Background: an optimization exercise with open tools, aiming at a short achievable clock period and few clock cycles. Do not read the settings as production practice.
Function was checked by simulation only, so behaviour that the tests miss may differ from the original.
No activity file was given, so power comes from the tool's default toggle rates.

==> onyx <==
// cpu_core
module cpu_core (
    input  logic        clk,
    input  logic        reset,
    output logic [31:0] imem_addr,
    input  logic [31:0] imem_data,
    output logic [31:0] dmem_addr,
    output logic [31:0] dmem_wdata,
    output logic        dmem_we,
    input  logic [31:0] dmem_rdata
);
make LEC_CHECK=0 ABC_AREA=0 ABC_CLOCK_PERIOD_IN_PS=2500 CAP_MARGIN=20 CELL_PAD_IN_SITES_DETAIL_PLACEMENT=1 CELL_PAD_IN_SITES_GLOBAL_PLACEMENT=2 CORE_MARGIN=2 CORE_UTILIZATION=45 PLACE_DENSITY=0.65 SETUP_SLACK_MARGIN=5 SLEW_MARGIN=20 TNS_END_PERCENT=100 finish   # period 8.0 ns
run.sh (not shown) runs the stock make flow with config.mk's settings and CLKGATE_MAP_FILE= SYNTH_SCRIPT=/design/flow/synth_recipe.tcl, a recipe that flattens the netlist after the stock synthesis.
==> tundra (differences from onyx) <==
--- a/flow/design.v
+++ b/flow/design.v
@@ -123,17 +123,17 @@
     logic        e_cok;
     logic [31:0] src_a, src_b, sdata;
     logic [31:0] sum;
     logic [31:0] logic_res;
     logic [31:0] result;
     logic        redirect;
     logic        e_eq, e_z;
     logic [31:0] e_p, e_c, bsum;
-    assign e_cok = m_sf ? e_ctab[{m_res[31], m_z}] : e_ctab[{flag_n, flag_z}];
+    assign e_cok = e_ctab[{eff_n, eff_z}];
     assign src_a = e_a;
     assign src_b = e_b;
     assign sdata = e_sd;
     assign e_p  = src_a ^ src_b;
     assign e_c  = ks_carry(src_a, src_b, e_sub);
     assign sum  = e_p ^ e_c;
     assign bsum = (e_p ^ {32{q_sub}}) ^ e_c;
     assign e_eq = &(src_a ^ src_b);
@@ -146,20 +146,18 @@
         else if (e_and) e_z = ~|(src_a & src_b);
         else if (e_orr) e_z = ~|(src_a | src_b);
         else if (e_mov) e_z = ~|src_b;
         else            e_z = (src_a ^ src_b) == {(src_a[30:0] | src_b[30:0]), 1'b0};
     end
     logic        redirect_e, redirect_m;
     logic [7:0]  r_alo;
     logic [21:0] r_ahs, r_ahc;
-    assign redirect_e = e_br && !e_fsf &&
-                        (m_sf ? e_rtab[{m_res[31], m_z}] : e_rtab[{flag_n, flag_z}]);
-    assign redirect_m = m_fchk &&
-                        (m_sf ? m_rtab[{m_res[31], m_z}] : m_rtab[{flag_n, flag_z}]);
+    assign redirect_e = e_br && !e_fsf && e_rtab[{eff_n, eff_z}];
+    assign redirect_m = m_fchk && m_rtab[{eff_n, eff_z}];
     assign redirect   = redirect_m || redirect_e;
     assign r_alo      = redirect_m ? m_alo : e_alo;
     assign r_ahs      = redirect_m ? m_ahs : e_ahs;
     assign r_ahc      = redirect_m ? m_ahc : e_ahc;
     logic [3:0]  d_cond;
     logic        d_rw, d_ld, d_st, d_sf;
     logic        stall;
     logic [29:0] d_pc8w, d_off;
@@ -201,29 +199,24 @@
     assign pc8_h  = ks_add({10'd0, d_phs}, {10'd0, d_phc}, q_pc8c);
     assign d_pc8w = {pc8_h[21:0], q_pc8lo};
     always_comb begin
         f_hs = d_valid ? nxt_s : hi_rs;
         f_hc = d_valid ? nxt_c : hi_rc;
     end
     function automatic logic [31:0] rd_port(input logic [3:0] ra, input logic [15:0] oh);
         logic [31:0] v;
-        v = 32'd0;
+        v = {32{oh[15]}} & {d_pc8w, 2'b00};
         for (int i = 0; i < 15; i++) v = v | ({32{oh[i]}} & regs[i]);
         if (m_rw && m_wa == ra) rd_port = m_wd;
         else                    rd_port = v;
     endfunction
     assign d_rv1  = rd_port(q_rn, q_rn_oh);
     assign d_rv2  = rd_port(q_ra2, q_ra2_oh);
     assign d_opb  = q_imm ? q_immx : (d_rv2 ^ {32{q_sub}});
-    logic [31:0] pc8v;
-    logic        r15a, r15b;
-    assign pc8v = {d_pc8w, 2'b00};
-    assign r15a = q_rn_oh[15];
-    assign r15b = q_ra2_oh[15];
     logic        e_wr, fw_a, fw_b, fw_s;
     assign e_wr = e_rw && e_cok;
     assign fw_a = e_wr && e_wa == q_rn;
     assign fw_b = e_wr && e_wa == q_ra2 && !q_imm;
     assign fw_s = e_wr && e_wa == q_ra2;
     logic        d_zk, d_nk, d_z, d_n, d_act, d_known, d_redirect;
     logic [7:0]  d_altlo;
     assign d_nk = !e_sf;
@@ -280,31 +273,25 @@
             h_tab  = h_tab  | ({4{h_i[i]}} & btb_tab[i]);
             h_off  = h_off  | ({24{h_i[i]}} & btb_off[i]);
             h_xsf  = h_xsf  | (h_i[i] & btb_xsf[i]);
             h_tlo  = h_tlo  | ({8{h_i[i]}} & btb_tlo[i]);
             h_toff = h_toff | ({22{h_i[i]}} & btb_toff[i]);
         end
     end
     assign hit = |h_i;
-    logic [BN-1:0] zr_k, zr_v, zr_w, zm_k, zm_v, zq_m, zq_de;
+    logic [BN-1:0] zr_k, zr_v, zr_w, zm_k, zm_v;
     always_comb begin
         for (int i = 0; i < BN; i++) begin
-            zm_k[i] = m_rw && zq_m[i];
+            zm_k[i] = m_rw && m_wa == btb_rn[i];
             zm_v[i] = m_res == {24'd0, btb_imm[i]};
             zr_k[i] = btb_zok[i] && (zr_w[i] || zm_k[i]) &&
-                      !(zm_k[i] && m_ld) && !zq_de[i];
-        end
-    end
-    always_ff @(posedge clk) begin
-        for (int i = 0; i < BN; i++) begin
-            logic [3:0] rn;
-            rn = (bs_v && btb_rr == 2'(i)) ? bs_rn : btb_rn[i];
-            zq_m[i]  <= e_wa == rn;
-            zq_de[i] <= (f_rwx && f_ins[15:12] == rn) || (d_rw && d_instr[15:12] == rn);
+                      !(zm_k[i] && m_ld) &&
+                      !(e_rw && e_wa == btb_rn[i]) &&
+                      !(d_rw && d_instr[15:12] == btb_rn[i]);
         end
     end
     logic [BN-1:0] p_i;
     logic [7:0]    h_nxt;
     always_comb begin
         h_nxt = 8'd0;
         for (int i = 0; i < BN; i++) begin
             case (btb_cond[i])
@@ -450,23 +437,22 @@
         e_wa    <= d_instr[15:12];
         e_and   <= q_and;
         e_orr   <= q_orr;
         e_mov   <= q_mov;
         e_sub   <= q_sub;
         e_arith <= q_arith;
         e_subf  <= q_subf;
         e_a     <= ({32{fw_a && e_arith}} & sum) | ({32{fw_a && !e_arith}} & logic_res) |
-                   ({32{!fw_a && !r15a}} & d_rv1) | ({32{r15a}} & pc8v);
+                   ({32{!fw_a}} & d_rv1);
         e_b     <= ({32{fw_b && e_arith}} & bsum) |
                    ({32{fw_b && !e_arith}} & (logic_res ^ {32{q_sub}})) |
-                   ({32{!fw_b && (q_imm || !r15b)}} & d_opb) |
-                   ({32{!q_imm && r15b}} & (pc8v ^ {32{q_sub}}));
+                   ({32{!fw_b}} & d_opb);
         e_sd    <= ({32{fw_s && e_arith}} & sum) | ({32{fw_s && !e_arith}} & logic_res) |
-                   ({32{!fw_s && !r15b}} & d_rv2) | ({32{r15b}} & pc8v);
+                   ({32{!fw_s}} & d_rv2);
         e_alo   <= d_altlo;
         e_ahs   <= alt_s;
         e_ahc   <= alt_c;
     end
     always_ff @(posedge clk or posedge reset) begin
         if (reset) begin
             m_rw    <= 1'b0;
             m_sf    <= 1'b0;
--- a/flow/config.mk
+++ b/flow/config.mk
@@ -6,13 +6,12 @@
 export NUM_CORES = 4
 export LEC_CHECK = 0
 export ABC_AREA = 0
 export ABC_CLOCK_PERIOD_IN_PS = 2500
 export CAP_MARGIN = 20
 export CELL_PAD_IN_SITES_DETAIL_PLACEMENT = 1
 export CELL_PAD_IN_SITES_GLOBAL_PLACEMENT = 2
 export CORE_MARGIN = 2
-export CORE_UTILIZATION = 45
-export PLACE_DENSITY = 0.65
+export CORE_UTILIZATION = 40
 export SETUP_SLACK_MARGIN = 5
 export SLEW_MARGIN = 20
 export TNS_END_PERCENT = 100
==> comparison table <==
Result of the run: tundra no timing/DRC/antenna violations; onyx no timing/DRC/antenna violations
Largest driver fanout on the critical path: tundra 3; onyx 5
Core area: tundra 165000 um^2; onyx 149000 um^2
Share of cell area taken by muxes after synthesis: tundra 0.0374; onyx 0.0426
Final non-filler cell total: tundra 8952; onyx 8859
Internal portion of total power: tundra 18.6 mW; onyx 18.5 mW
Final-layout non-clock buffer area share: tundra 0.0599; onyx 0.0690
Fill cells: tundra 17500; onyx 15600
LEAKAGE: tundra 33.3 nW; onyx 34.0 nW
Worst slew margin: tundra 0.266; onyx 0.207
Finished Core Util: tundra 0.491; onyx 0.549
Slowest stage cell, crit path: tundra sky130_fd_sc_hd__edfxtp_1; onyx sky130_fd_sc_hd__dfrtp_2
Global Route Usage Sum: tundra 0.339; onyx 0.372
Top contributor to total power: tundra combinational cells; onyx registers
Arrival time reported for the critical path endpoint: tundra 3930 ps; onyx 3960 ps
Share of synthesized flip-flops with an asynchronous set or reset: tundra 0.403; onyx 0.401
Clk pwr share: tundra 0.259; onyx 0.261
Wirelength per Cell: tundra 32.8 um; onyx 32.7 um
Area share of the leading cell type in the synthesized netlist: tundra 0.216; onyx 0.213
Startpoint of the most critical register-to-register path: tundra d_phc[1]; onyx m_sf
CP dominant cell by count: tundra sky130_fd_sc_hd__buf_4; onyx sky130_fd_sc_hd__buf_12
Fraction of standard cell area that is sequential: tundra 0.453; onyx 0.451
Endpoint, Worst Hold: tundra dmem_wdata[11]; onyx dmem_wdata[3]
Testbench counts of onyx, summed over its fixed seeds: cycles 54,555.
Testbench counts of tundra, summed over its fixed seeds: cycles 54,486.

---

==> inputs of v3 <==
Another version of the RTL of cpu_core (not shown whole).
clock: 8.0 ns
lec_check: 0
abc_area: 0
abc_clock_period_in_ps: 2500
cap_margin: 20
core_margin: 2
core_utilization: 40
setup_slack_margin: 5
slew_margin: 20
tns_end_percent: 100
==> inputs of v11, as changes to v3 <==
--- a/flow/design.v
+++ b/flow/design.v
@@ -81,16 +81,12 @@
     logic [3:0]    btb_cond [0:BN-1];
     logic [23:0]   btb_off  [0:BN-1];
     logic [BN-1:0] btb_xsf;
     logic [7:0]    btb_tlo  [0:BN-1];    
     logic [1:0]    btb_tc   [0:BN-1];    
     logic [21:0]   btb_oh1  [0:BN-1];    
-    logic [BN-1:0] btb_zok;              
-    logic [7:0]    btb_k2   [0:BN-1];    
-    logic [3:0]    btb_rn   [0:BN-1];
-    logic [7:0]    btb_imm  [0:BN-1];
     logic [1:0]    btb_rr;
     logic        e_rw;         
     logic        e_ld;
     logic        e_st;
     logic        e_sf;
     logic        e_br;
@@ -101,21 +97,16 @@
     logic        e_and, e_orr, e_mov, e_sub, e_arith;
     logic        e_subf;       
     logic [31:0] e_a;
     logic [31:0] e_b;          
     logic [31:0] e_sd;
     logic [31:0] e_alt;        
-    logic        e_fsf;        
     logic        m_rw;
     logic        m_ld;
     logic        m_sf;
     logic [3:0]  m_wa;
-    logic        m_fchk;       
-    logic        m_pred;
-    logic [3:0]  m_bcond;
-    logic [31:0] m_alt;
     logic [31:0] regs [0:14];
     logic        flag_n;
     logic        flag_z;
     logic [31:0] m_wd;
     logic        m_z;          
     logic        eff_n, eff_z;
@@ -147,19 +138,16 @@
         if (e_sub)      e_z = e_eq;
         else if (e_and) e_z = ~|(src_a & src_b);
         else if (e_orr) e_z = ~|(src_a | src_b);
         else if (e_mov) e_z = ~|src_b;
         else            e_z = (src_a ^ src_b) == {(src_a[30:0] | src_b[30:0]), 1'b0};
     end
-    logic        e_bact, redirect_e, redirect_m;
-    logic [31:0] r_alt;
-    assign e_bact     = cond_pass(e_bcond, eff_n, eff_z);
-    assign redirect_e = e_br && !e_fsf && (e_bact != e_pred);
-    assign redirect_m = m_fchk && (cond_pass(m_bcond, eff_n, eff_z) != m_pred);
-    assign redirect   = redirect_m || redirect_e;
-    assign r_alt      = redirect_m ? m_alt : e_alt;
+    logic e_bz, e_bact;
+    assign e_bz     = (e_sf && e_cok) ? e_eq : eff_z;
+    assign e_bact   = cond_pass(e_bcond, eff_n, e_bz);
+    assign redirect = e_br && (e_bact != e_pred);
     logic [3:0]  d_cond;
     logic        d_rw, d_ld, d_st, d_sf;
     logic        stall;
     logic [29:0] d_seqw, d_pc8w, d_tgtw, d_off;
     logic [31:0] d_rv1, d_rv2, d_opb;
     logic [21:0] f_hi;         
@@ -267,54 +255,26 @@
             h_tlo  = h_tlo  | ({8{h_i[i]}} & btb_tlo[i]);
             h_tc   = h_tc   | ({2{h_i[i]}} & btb_tc[i]);
             h_oh1  = h_oh1  | ({22{h_i[i]}} & btb_oh1[i]);
         end
     end
     assign hit = |h_i;
-    logic [BN-1:0] z_k, z_v, zr_k, zr_v;
-    logic          h_zk, h_z;
     always_comb begin
-        for (int i = 0; i < BN; i++) begin
-            logic [31:0] rv;
-            rv = regs[btb_rn[i] == 4'd15 ? 4'd0 : btb_rn[i]];
-            if (m_rw && m_wa == btb_rn[i]) rv = m_wd;
-            z_v[i] = rv == {24'd0, btb_imm[i]};
-            z_k[i] = btb_zok[i] && btb_rn[i] != 4'd15 &&
-                     !(e_rw && e_wa == btb_rn[i]) &&
-                     !(d_rw && d_instr[15:12] == btb_rn[i]) &&
-                     !(f_rwx && f_ins[15:12] == btb_rn[i]) &&
-                     !(bt_fill && btb_rr == 2'(i));
-        end
-    end
-    logic [BN-1:0] p_i;
-    logic [7:0]    h_nxt;
-    always_comb begin
-        h_nxt = 8'd0;
-        for (int i = 0; i < BN; i++) begin
-            case (btb_cond[i])
-                4'b1110: p_i[i] = 1'b1;
-                4'b0000, 4'b0001:
-                    p_i[i] = zr_k[i] ? (zr_v[i] ^ btb_cond[i][0]) :
-                             (f_known && !btb_xsf[i]) ? cond_pass(btb_cond[i], eff_n, eff_z) :
-                             btb_off[i][23];
-                4'b0100, 4'b0101:
-                    p_i[i] = (f_known && !btb_xsf[i]) ? cond_pass(btb_cond[i], eff_n, eff_z) :
-                             btb_off[i][23];
-                default: p_i[i] = 1'b0;
-            endcase
-            h_nxt = h_nxt | ({8{h_i[i]}} & (p_i[i] ? btb_tlo[i] : btb_k2[i]));
-        end
+        case (h_cond)
+            4'b1110: h_pred = 1'b1;
+            4'b0000, 4'b0001, 4'b0100, 4'b0101:
+                h_pred = (f_known && !h_xsf) ? cond_pass(h_cond, eff_n, eff_z) : h_off[23];
+            default: h_pred = 1'b0;
+        endcase
     end
-    assign h_pred = |(h_i & p_i);
     logic        b_pred;
     logic [3:0]  b_cond;
     logic [23:0] b_off;
     assign b_pred = hit ? h_pred : f_pred;
     assign b_cond = hit ? h_cond : f_ins[31:28];
     assign b_off  = hit ? h_off : f_ins[23:0];
-    logic        f_rwx;
     logic [1:0]  f_cls;
     logic [3:0]  f_op, f_rn, f_rd, f_rm, f_ra2;
     logic        f_dp, f_mem, f_cmp, f_L, f_sub, f_st, f_sf;
     assign f_cls = f_ins[27:26];
     assign f_op  = f_ins[24:21];
     assign f_rn  = f_ins[19:16];
@@ -325,17 +285,16 @@
     assign f_cmp = f_op == 4'b1010;
     assign f_L   = f_ins[20];
     assign f_sub = f_dp && (f_op == 4'b0010 || f_op == 4'b1010);
     assign f_st  = f_mem && !f_L;
     assign f_sf  = f_dp && (f_ins[20] || f_cmp);
     assign f_ra2 = f_st ? f_rd : f_rm;
-    assign f_rwx = f_dp || (f_mem && f_L);
     always_comb begin
-        if (redirect)        f_other = r_alt[9:2];
+        if (redirect)        f_other = e_alt[9:2];
         else if (stall)      f_other = imem_addr[9:2];
-        else if (hit)        f_other = h_nxt;
+        else if (hit)        f_other = h_pred ? h_tlo : f_pc2;
         else                 f_other = imem_addr[9:2] + 8'd1;
     end
     assign f_take = f_pred && !hit && !redirect && !stall;
     assign f_next = d_redirect ? d_altlo : (f_take ? f_tgt : f_other);
     always_ff @(posedge clk or posedge reset) begin
         if (reset) begin
@@ -344,13 +303,13 @@
             d_valid   <= 1'b0;
             d_pred    <= 1'b0;
         end else begin
             imem_addr[9:2] <= f_next;
             imem_addr[31:10] <= f_hi;
             imem_addr[1:0]   <= f_hi[1:0];
-            hi_reg <= redirect ? r_alt[31:10] : (d_pred ? d_seqw[29:8] : d_tgtw[29:8]);
+            hi_reg <= redirect ? e_alt[31:10] : (d_pred ? d_seqw[29:8] : d_tgtw[29:8]);
             if (redirect || d_redirect) d_valid <= 1'b0;
             else if (!stall)            d_valid <= 1'b1;
             if (!stall) d_pred <= b_pred;
         end
     end
     always_ff @(posedge clk) begin
@@ -395,27 +354,24 @@
         if (reset) begin
             e_rw <= 1'b0;
             e_ld <= 1'b0;
             e_st <= 1'b0;
             e_sf <= 1'b0;
             e_br <= 1'b0;
-            e_fsf <= 1'b0;
         end else if (stall || redirect) begin
             e_rw <= 1'b0;
             e_ld <= 1'b0;
             e_st <= 1'b0;
             e_sf <= 1'b0;
             e_br <= 1'b0;
-            e_fsf <= 1'b0;
         end else begin
             e_rw <= d_rw;
             e_ld <= d_ld;
             e_st <= d_st;
             e_sf <= d_sf;
             e_br <= d_brv;
-            e_fsf <= d_fold && q_sf;
         end
     end
     always_ff @(posedge clk) begin
         e_pred  <= d_known ? d_act : d_pred;
         e_cond  <= d_cond;
         e_bcond <= d_bcond;
@@ -437,25 +393,20 @@
     end
     always_ff @(posedge clk or posedge reset) begin
         if (reset) begin
             m_rw    <= 1'b0;
             m_sf    <= 1'b0;
             dmem_we <= 1'b0;
-            m_fchk  <= 1'b0;
         end else begin
-            m_rw    <= e_rw && e_cok && !redirect_m;
-            m_sf    <= e_sf && e_cok && !redirect_m;
-            dmem_we <= e_st && e_cok && !redirect_m;
-            m_fchk  <= e_br && e_fsf && !redirect_m;
+            m_rw    <= e_rw && e_cok;
+            m_sf    <= e_sf && e_cok;
+            dmem_we <= e_st && e_cok;
         end
     end
     always_ff @(posedge clk) begin
         m_ld       <= e_ld;
-        m_pred     <= e_pred;
-        m_bcond    <= e_bcond;
-        m_alt      <= e_alt;
         m_wa       <= e_wa;
         dmem_addr  <= result;
         m_z        <= e_z;
         dmem_wdata <= sdata;
     end
     always_ff @(posedge clk or posedge reset) begin
@@ -479,37 +430,26 @@
     assign bt_fill = d_valid && !q_brc && !stall && f_br && bt_rule && !bt_present &&
                      imem_addr[9:2] == d_pclo + 8'd1;
     always_ff @(posedge clk or posedge reset) begin
         if (reset) begin
             btb_v  <= '0;
             btb_rr <= 2'd0;
-            zr_k   <= '0;
-        end else begin
-            zr_k   <= z_k;
-            if (bt_fill) begin
-                btb_v[btb_rr] <= 1'b1;
-                btb_rr        <= btb_rr + 2'd1;
-            end
+        end else if (bt_fill) begin
+            btb_v[btb_rr] <= 1'b1;
+            btb_rr        <= btb_rr + 2'd1;
         end
     end
     always_ff @(posedge clk) begin
-        zr_v <= z_v;
-    end
-    always_ff @(posedge clk) begin
         if (bt_fill) begin
             btb_key[btb_rr]  <= d_pclo;
-            btb_k2[btb_rr]   <= d_pclo + 8'd2;
             btb_cond[btb_rr] <= f_ins[31:28];
             btb_off[btb_rr]  <= f_ins[23:0];
             btb_xsf[btb_rr]  <= q_sf;
             btb_tlo[btb_rr]  <= bt_t[7:0];
             btb_tc[btb_rr]   <= bt_t[9:8];
             btb_oh1[btb_rr]  <= {{6{f_ins[23]}}, f_ins[23:8]} + 22'd1;
-            btb_zok[btb_rr]  <= q_subf && d_cond == 4'b1110 && d_instr[25];
-            btb_rn[btb_rr]   <= q_rn;
-            btb_imm[btb_rr]  <= d_instr[7:0];
         end
     end
     always_ff @(posedge clk or posedge reset) begin
         if (reset) begin
             for (int i = 0; i < 15; i++) regs[i] <= 32'd0;
         end else if (m_rw) begin
==> notes <==
Between v11 and v3, the lower hold slack is in v11 (gap 4.6 ps).
In v11 the sequential power is lower than in v3, by about 20%.
Fmax: v11 is higher than v3 (3.8%).
Global-route usage: v11 is lower than v3 (12 points).
Synthesized area: v3 is higher than v11 (about 24%).
Of v3 and v11, v3 has the higher clock power (gap about 22%, measured against v11).
Register-to-register slack: v11 is better than v3 (130 ps).
==> figures <==
Switching portion of total power: v3 0.400; v11 0.371
Quantity of gates resized following cts: v3 1,168; v11 824
Result of the run: v3 no timing/DRC/antenna violations; v11 no timing/DRC/antenna violations
Die Area: v3 179,000 um2; v11 144,000 um2
Multi-input comb cells: v3 5,258; v11 3,863
Slowest stage cell on the critical path: v3 sky130_fd_sc_hd__or4_4; v11 sky130_fd_sc_hd__edfxtp_1
Worst R2R Setup Slack: v3 4450 ps; v11 4580 ps
Core occupancy in the finished layout: v3 0.505; v11 0.507
Clock latency on the worst-skew pair: v3 870 ps; v11 780 ps
Combinational fraction of design power: v3 0.365; v11 0.391
Multi-input gate share of total cell area: v3 0.433; v11 0.392
Share of the synthesized area in the top cell type: v3 0.206; v11 0.243
Syn_nets: v3 7,458; v11 5,756
Actual transition at the worst max-transition pin: v3 1240 ps; v11 1080 ps
Vias in the first global route: v3 65,697; v11 46,724
Testbench counts of v3, summed over its fixed seeds: cycles 54,750.
Testbench counts of v11, summed over its fixed seeds: cycles 56,383.

afterwards: timing with drivers on the ports:
The results above use ideal ports. As a check the final layouts listed here were re-extracted and re-timed, cells and wires unchanged. Step 1: set_driving_cell puts a clkbuf_16 on clk and a buf_2 on each other input, an assumption about the parent block. Step 2 adds t to the input delays and takes it off the output delays; t is the mean of the earliest and latest rising clock arrival at the registers after step 1. Input paths then give back, and output paths get back, about the clock's delay inside the block. Slacks: ideal ports / drivers / drivers and shift; pairs: ideal ports / drivers.
| run | shift t [ns] | slack for setup (ns) | worst setup path at the end | slew at the worst register clock pin (ns) | pins driven straight from the clock port |
|---|---|---|---|---|---|
| onyx | 0.886 | 4.727 / 4.727 / 4.019 | input to register | 0.07 / 0.07 | 1 |
| tundra | 0.923 | 4.751 / 4.751 / 4.024 | input to register | 0.07 / 0.07 | 1 |
| v3 | 0.930 | 4.450 / 4.450 / 3.866 | input to register | 0.07 / 0.07 | 1 |
| v11 | 0.831 | 4.580 / 4.580 / 3.936 | input to register | 0.07 / 0.07 | 1 |
After both steps every run listed still meets setup and hold. For tundra, which loses most, drivers alone change the setup slack by 0.000 ns; drivers and shift together by -0.727 ns.
